Source: an optimization exercise on an open RTL-to-GDS flow (aim: small area). Production flows keep margins and buffers that such runs may drop. In this exercise RTL edits were held to simulation tests only and were not proved equivalent to the original. No activity file was given, so power comes from the tool's default toggle rates.

==> run a <==
==> flow/design.v (excerpt) <==
module operand_fetch_top (
  input  logic                clk,
  input  logic                reset,
  input  logic                inst_valid,
  input  opf_pkg::inst_t      inst,
  input  logic                gpr_we,
  input  opf_pkg::reg_index_t gpr_waddr,
  input  opf_pkg::word_t      gpr_wdata,
  input  logic                spr_we,
  input  opf_pkg::spr_num_t   spr_wnum,
  input  opf_pkg::word_t      spr_wdata,
  output logic                ops_valid,
  output logic                op_cin,
  output logic                op_so,
  output opf_pkg::word_t      op_a,
  output opf_pkg::word_t      op_b,
  output opf_pkg::word_t      op_c
);
==> module operand_fetch, before the edit <==
module operand_fetch (
  input  opf_pkg::inst_t       ir,
  input  logic [32-1:0] gpr_v,
  input  logic                 xer_v,
  input  logic                 ctr_v,
  input  logic                 lnk_v,
  input  logic                 xer_ca,
  output logic [32-1:0] sel_a,
  output logic [32+2:0] sel_b,
  output logic [32-1:0] sel_c,
  output logic                 imm_lo,
  output logic                 imm_hi,
  output logic                 fill_lo,
  output logic                 fill_hi,
  output logic                 c_sign,
  output logic                 next_cin
);
  opf_pkg::opcode_t    opcode;
  opf_pkg::xo_t        xo;
  opf_pkg::reg_index_t ra, rb, rt;
  opf_pkg::spr_num_t   spr;
  logic                sext, shift, zext;
  logic                is_xo_group;
  logic                xo_subf, xo_neg, xo_adde, xo_addze, xo_addme;
  logic                xo_cmp, xo_cmpl, xo_sraw, xo_mfspr, xo_lwzx;
  logic                ra_zero_form, b_from_gpr;
  function automatic logic xo_arith(input logic [10-1:0] val,
                                   input logic [10-1:0] code);
    xo_arith = val[10-2:0] == code[10-2:0];
  endfunction
  assign opcode      = opf_pkg::get_opcode(ir);
  assign xo          = opf_pkg::get_xo(ir);
  assign ra          = opf_pkg::get_ra(ir);
  assign rb          = opf_pkg::get_rb(ir);
  assign rt          = opf_pkg::get_rt(ir);
  assign spr         = opf_pkg::get_spr(ir);
  assign is_xo_group = opcode == 6'd31;
  assign xo_subf  = is_xo_group && xo_arith(xo, 10'd40);
  assign xo_neg   = is_xo_group && xo_arith(xo, 10'd104);
  assign xo_adde  = is_xo_group && xo_arith(xo, 10'd138);
  assign xo_addze = is_xo_group && xo_arith(xo, 10'd202);
  assign xo_addme = is_xo_group && xo_arith(xo, 10'd234);
  assign xo_cmp   = is_xo_group && xo == 10'd0;
  assign xo_cmpl  = is_xo_group && xo == 10'd32;
  assign xo_sraw  = is_xo_group && (xo == 10'd792 || xo == 10'd824);
  assign xo_mfspr = is_xo_group && xo == 10'd339;
  assign xo_lwzx  = is_xo_group && xo == 10'd23;
  assign ra_zero_form = opcode == 6'd14 || opcode == 6'd15 ||
                        opcode == 6'd32 || opcode == 6'd36 || xo_lwzx;
  immediate_extract u_imm (
    .inst  (ir),
    .sext  (sext),
    .shift (shift),
    .zext  (zext)
  );
  assign b_from_gpr = !xo_mfspr && !xo_neg && !xo_addze && !xo_addme && !sext && !shift && !zext;
  assign imm_lo     = sext || zext;
  assign imm_hi     = shift;
  assign fill_lo    = xo_addme;
  assign fill_hi    = xo_addme || (sext && ir[16-1]);
  always_comb begin
    for (int i = 0; i < 32; i++) begin
      sel_a[i] = gpr_v[i] && ra == i && !(ra_zero_form && i == 0);
      sel_b[i] = gpr_v[i] && rb == i && b_from_gpr;
      sel_c[i] = gpr_v[i] && rt == i && !xo_sraw;
    end
    sel_b[32]   = xo_mfspr && spr == 10'd1 && xer_v;
    sel_b[32+1] = xo_mfspr && spr == 10'd9 && ctr_v;
    sel_b[32+2] = xo_mfspr && spr == 10'd8 && lnk_v;
  end
  assign c_sign = xo_sraw;
  always_comb begin
    case (opcode)
      6'd11, 6'd10, 6'd8:
        next_cin = 1'b1;
      6'd31:
        if (xo_subf || xo_cmp || xo_cmpl || xo_neg) begin
          next_cin = 1'b1;
        end else if (xo_adde || xo_addme || xo_addze) begin
          next_cin = xer_ca;
        end else begin
          next_cin = 1'b0;
        end
      default:
        next_cin = 1'b0;
    endcase
  end
endmodule
clock: 5.0 ns
lec_check: 0
cap_margin: 20
cell_pad_in_sites_detail_placement: 1
cell_pad_in_sites_global_placement: 2
core_margin: 2
core_utilization: 30
place_density: 0.4
slew_margin: 20
synth_hierarchical: 1
run.sh (not shown) runs the stock make flow with config.mk's settings and CLKGATE_MAP_FILE= SYNTH_SCRIPT=/design/flow/synth_recipe.tcl, a recipe that flattens the netlist after the stock synthesis.
==> run b (differences from run a) <==
--- a/flow/design.v
+++ b/flow/design.v
@@ -31,2 +31,10 @@
 `timescale 1ns/10ps
+module rf_and3 (
+  input  logic a,
+  input  logic b,
+  input  logic c,
+  output logic y
+);
+  assign y = a & b & c;
+endmodule
 module rf_aoi3 (
@@ -148,12 +156,27 @@
   assign fill_hi    = xo_addme || (sext && ir[16-1]);
+  logic [3:0] hi_a, hi_b, hi_c;
+  logic [7:0] lo_a, lo_b, lo_c;
+  logic [32-1:0] v_a;
   always_comb begin
-    for (int i = 0; i < 32; i++) begin
-      sel_a[i] = gpr_v[i] && ra == i && !(ra_zero_form && i == 0);
-      sel_b[i] = gpr_v[i] && rb == i && b_from_gpr;
-      sel_c[i] = gpr_v[i] && rt == i && !xo_sraw;
+    for (int k = 0; k < 4; k++) begin
+      hi_a[k] = ra[4:3] == k;
+      hi_b[k] = rb[4:3] == k && b_from_gpr;
+      hi_c[k] = rt[4:3] == k && !xo_sraw;
     end
-    sel_b[32]   = xo_mfspr && spr == 10'd1 && xer_v;
-    sel_b[32+1] = xo_mfspr && spr == 10'd9 && ctr_v;
-    sel_b[32+2] = xo_mfspr && spr == 10'd8 && lnk_v;
+    for (int m = 0; m < 8; m++) begin
+      lo_a[m] = ra[2:0] == m;
+      lo_b[m] = rb[2:0] == m;
+      lo_c[m] = rt[2:0] == m;
+    end
+    v_a    = gpr_v;
+    v_a[0] = gpr_v[0] && !ra_zero_form;
+  end
+  for (genvar i = 0; i < 32; i++) begin : g_sel
+    rf_and3 u_sel_a (.a(hi_a[i / 8]), .b(lo_a[i % 8]), .c(v_a[i]),   .y(sel_a[i]));
+    rf_and3 u_sel_b (.a(hi_b[i / 8]), .b(lo_b[i % 8]), .c(gpr_v[i]), .y(sel_b[i]));
+    rf_and3 u_sel_c (.a(hi_c[i / 8]), .b(lo_c[i % 8]), .c(gpr_v[i]), .y(sel_c[i]));
   end
+  assign sel_b[32]   = xo_mfspr && spr == 10'd1 && xer_v;
+  assign sel_b[32+1] = xo_mfspr && spr == 10'd9 && ctr_v;
+  assign sel_b[32+2] = xo_mfspr && spr == 10'd8 && lnk_v;
   assign c_sign = xo_sraw;
==> flow/flow/run.sh (new file) <==
#!/bin/bash
# The standard layout (the standard.sh: standard synthesis, floorplan, place, CTS, route),
# with two changes that only pick cells:
#  - the port buffers are buf_1 instead of the flow's default pick;
#  - CTS builds the tree from clkbuf_8 in sink clusters of at most 16 and adds no dummy
#    loads.
# The make output goes to standard.log here; ORFS writes each step's log under orfs/logs/.
set -euo pipefail
export BUFFER_PORTS_ARGS="-buffer_cell sky130_fd_sc_hd__buf_1"
export CTS_ARGS="-sink_clustering_enable -repair_clock_nets -dont_use_dummy_load -buf_list {sky130_fd_sc_hd__clkbuf_8} -sink_clustering_size 16 -sink_clustering_max_diameter 60"
bash standard.sh > standard.log 2>&1
==> flow/standard.sh (new file) <==
#!/bin/bash
# synth_recipe.tcl (not shown) runs the flow's synth.tcl, then flattens the netlist and writes it again
# the make line also repeats each setting of config.mk as NAME=value (left out here)
make -C /OpenROAD-flow-scripts/flow DESIGN_CONFIG=/design/flow/config.mk WORK_HOME=/design/flow/orfs CLKGATE_MAP_FILE= SYNTH_SCRIPT=/design/flow/synth_recipe.tcl "${@:-finish}"
--- a/flow/config.mk
+++ b/flow/config.mk
@@ -8,7 +8,7 @@
 export CAP_MARGIN = 20
-export CELL_PAD_IN_SITES_DETAIL_PLACEMENT = 1
-export CELL_PAD_IN_SITES_GLOBAL_PLACEMENT = 2
+export CELL_PAD_IN_SITES_DETAIL_PLACEMENT = 0
+export CELL_PAD_IN_SITES_GLOBAL_PLACEMENT = 0
 export CORE_MARGIN = 2
-export CORE_UTILIZATION = 30
-export PLACE_DENSITY = 0.4
+export CORE_UTILIZATION = 45
+export PLACE_DENSITY = 0.55
 export SLEW_MARGIN = 20
removed: flow/run.sh
==> run c (differences from run a) <==
--- a/flow/design.v
+++ b/flow/design.v
@@ -31,2 +31,10 @@
 `timescale 1ns/10ps
+module rf_and3 (
+  input  logic a,
+  input  logic b,
+  input  logic c,
+  output logic y
+);
+  assign y = a & b & c;
+endmodule
 module rf_aoi3 (
@@ -148,12 +156,27 @@
   assign fill_hi    = xo_addme || (sext && ir[16-1]);
+  logic [3:0] hi_a, hi_b, hi_c;
+  logic [7:0] lo_a, lo_b, lo_c;
+  logic [32-1:0] v_a;
   always_comb begin
-    for (int i = 0; i < 32; i++) begin
-      sel_a[i] = gpr_v[i] && ra == i && !(ra_zero_form && i == 0);
-      sel_b[i] = gpr_v[i] && rb == i && b_from_gpr;
-      sel_c[i] = gpr_v[i] && rt == i && !xo_sraw;
+    for (int k = 0; k < 4; k++) begin
+      hi_a[k] = ra[4:3] == k;
+      hi_b[k] = rb[4:3] == k && b_from_gpr;
+      hi_c[k] = rt[4:3] == k && !xo_sraw;
     end
-    sel_b[32]   = xo_mfspr && spr == 10'd1 && xer_v;
-    sel_b[32+1] = xo_mfspr && spr == 10'd9 && ctr_v;
-    sel_b[32+2] = xo_mfspr && spr == 10'd8 && lnk_v;
+    for (int m = 0; m < 8; m++) begin
+      lo_a[m] = ra[2:0] == m;
+      lo_b[m] = rb[2:0] == m;
+      lo_c[m] = rt[2:0] == m;
+    end
+    v_a    = gpr_v;
+    v_a[0] = gpr_v[0] && !ra_zero_form;
+  end
+  for (genvar i = 0; i < 32; i++) begin : g_sel
+    rf_and3 u_sel_a (.a(hi_a[i / 8]), .b(lo_a[i % 8]), .c(v_a[i]),   .y(sel_a[i]));
+    rf_and3 u_sel_b (.a(hi_b[i / 8]), .b(lo_b[i % 8]), .c(gpr_v[i]), .y(sel_b[i]));
+    rf_and3 u_sel_c (.a(hi_c[i / 8]), .b(lo_c[i % 8]), .c(gpr_v[i]), .y(sel_c[i]));
   end
+  assign sel_b[32]   = xo_mfspr && spr == 10'd1 && xer_v;
+  assign sel_b[32+1] = xo_mfspr && spr == 10'd9 && ctr_v;
+  assign sel_b[32+2] = xo_mfspr && spr == 10'd8 && lnk_v;
   assign c_sign = xo_sraw;
==> flow/flow/run.sh (new file) <==
#!/bin/bash
# The standard layout (the standard.sh: standard synthesis, floorplan, place, CTS, route),
# with three changes that only pick or size cells:
#  - the port buffers are buf_1 instead of the flow's default pick;
#  - CTS builds the tree from clkbuf_8 in sink clusters of at most 16 and adds no dummy
#    loads;
#  - after global routing, repair_timing's power recovery (RECOVER_POWER) downsizes cells on
#    paths that keep positive slack.
# The make output goes to standard.log here; ORFS writes each step's log under orfs/logs/.
set -euo pipefail
export BUFFER_PORTS_ARGS="-buffer_cell sky130_fd_sc_hd__buf_1"
export CTS_ARGS="-sink_clustering_enable -repair_clock_nets -dont_use_dummy_load -buf_list {sky130_fd_sc_hd__clkbuf_8} -sink_clustering_size 16 -sink_clustering_max_diameter 60"
export RECOVER_POWER=100
bash standard.sh > standard.log 2>&1
==> flow/standard.sh (new file) <==
#!/bin/bash
# synth_recipe.tcl (not shown) runs the flow's synth.tcl, then flattens the netlist and writes it again
# the make line also repeats each setting of config.mk as NAME=value (left out here)
make -C /OpenROAD-flow-scripts/flow DESIGN_CONFIG=/design/flow/config.mk WORK_HOME=/design/flow/orfs CLKGATE_MAP_FILE= SYNTH_SCRIPT=/design/flow/synth_recipe.tcl "${@:-finish}"
--- a/flow/config.mk
+++ b/flow/config.mk
@@ -11,4 +11,4 @@
 export CORE_MARGIN = 2
-export CORE_UTILIZATION = 30
-export PLACE_DENSITY = 0.4
+export CORE_UTILIZATION = 45
+export PLACE_DENSITY = 0.55
 export SLEW_MARGIN = 20
removed: flow/run.sh
==> notes <==
Run b went through all stages and came out clean. Run a finished with timing, DRC and antenna clean. Run c reached the layout checks and failed them: capacitance limit, slew limit, setup timing.
Via count: run a > run b > run c.
Register-to-register slack, highest first: run b, run a, run c.
Non-clock buffer count: run a is lower than run b (9).
In run b the clock power is lower than in run a, by about 50%.

## what the ideal ports hide
Ports are ideal in the flow. The routed layouts listed here were re-timed in OpenROAD. Step 1, drivers: a clkbuf_16 drives clk and a buf_2 each remaining input, both assumed. Step 2, shift: input delay + t, output delay - t, t = (earliest + latest rising clock arrival at the registers) / 2. This alone moves slack from input paths to output paths. a / b / c = ideal / step 1 / step 2; a / b = the first two.
run | t (ns) | setup slack, ns | worst setup path at the end | worst slew at a driven data input, ns | slew violations | pins driven straight from the clock port
run a | 0.912 | 0.342 / 0.342 / 0.342 | register to register | 0.16 | 0 / 0 | 1
run b | 0.909 | 0.486 / 0.486 / 0.486 | register to register | 0.15 | 0 / 0 | 1
run c | 0.924 | -0.094 / -0.085 / -1.010 | input to register | 0.15 | 1421 / 1422 | 1
With drivers on, slew violations rise in run c. The setup slack of run c, which loses most, moves by +0.009 ns with the drivers and by -0.916 ns with both steps.
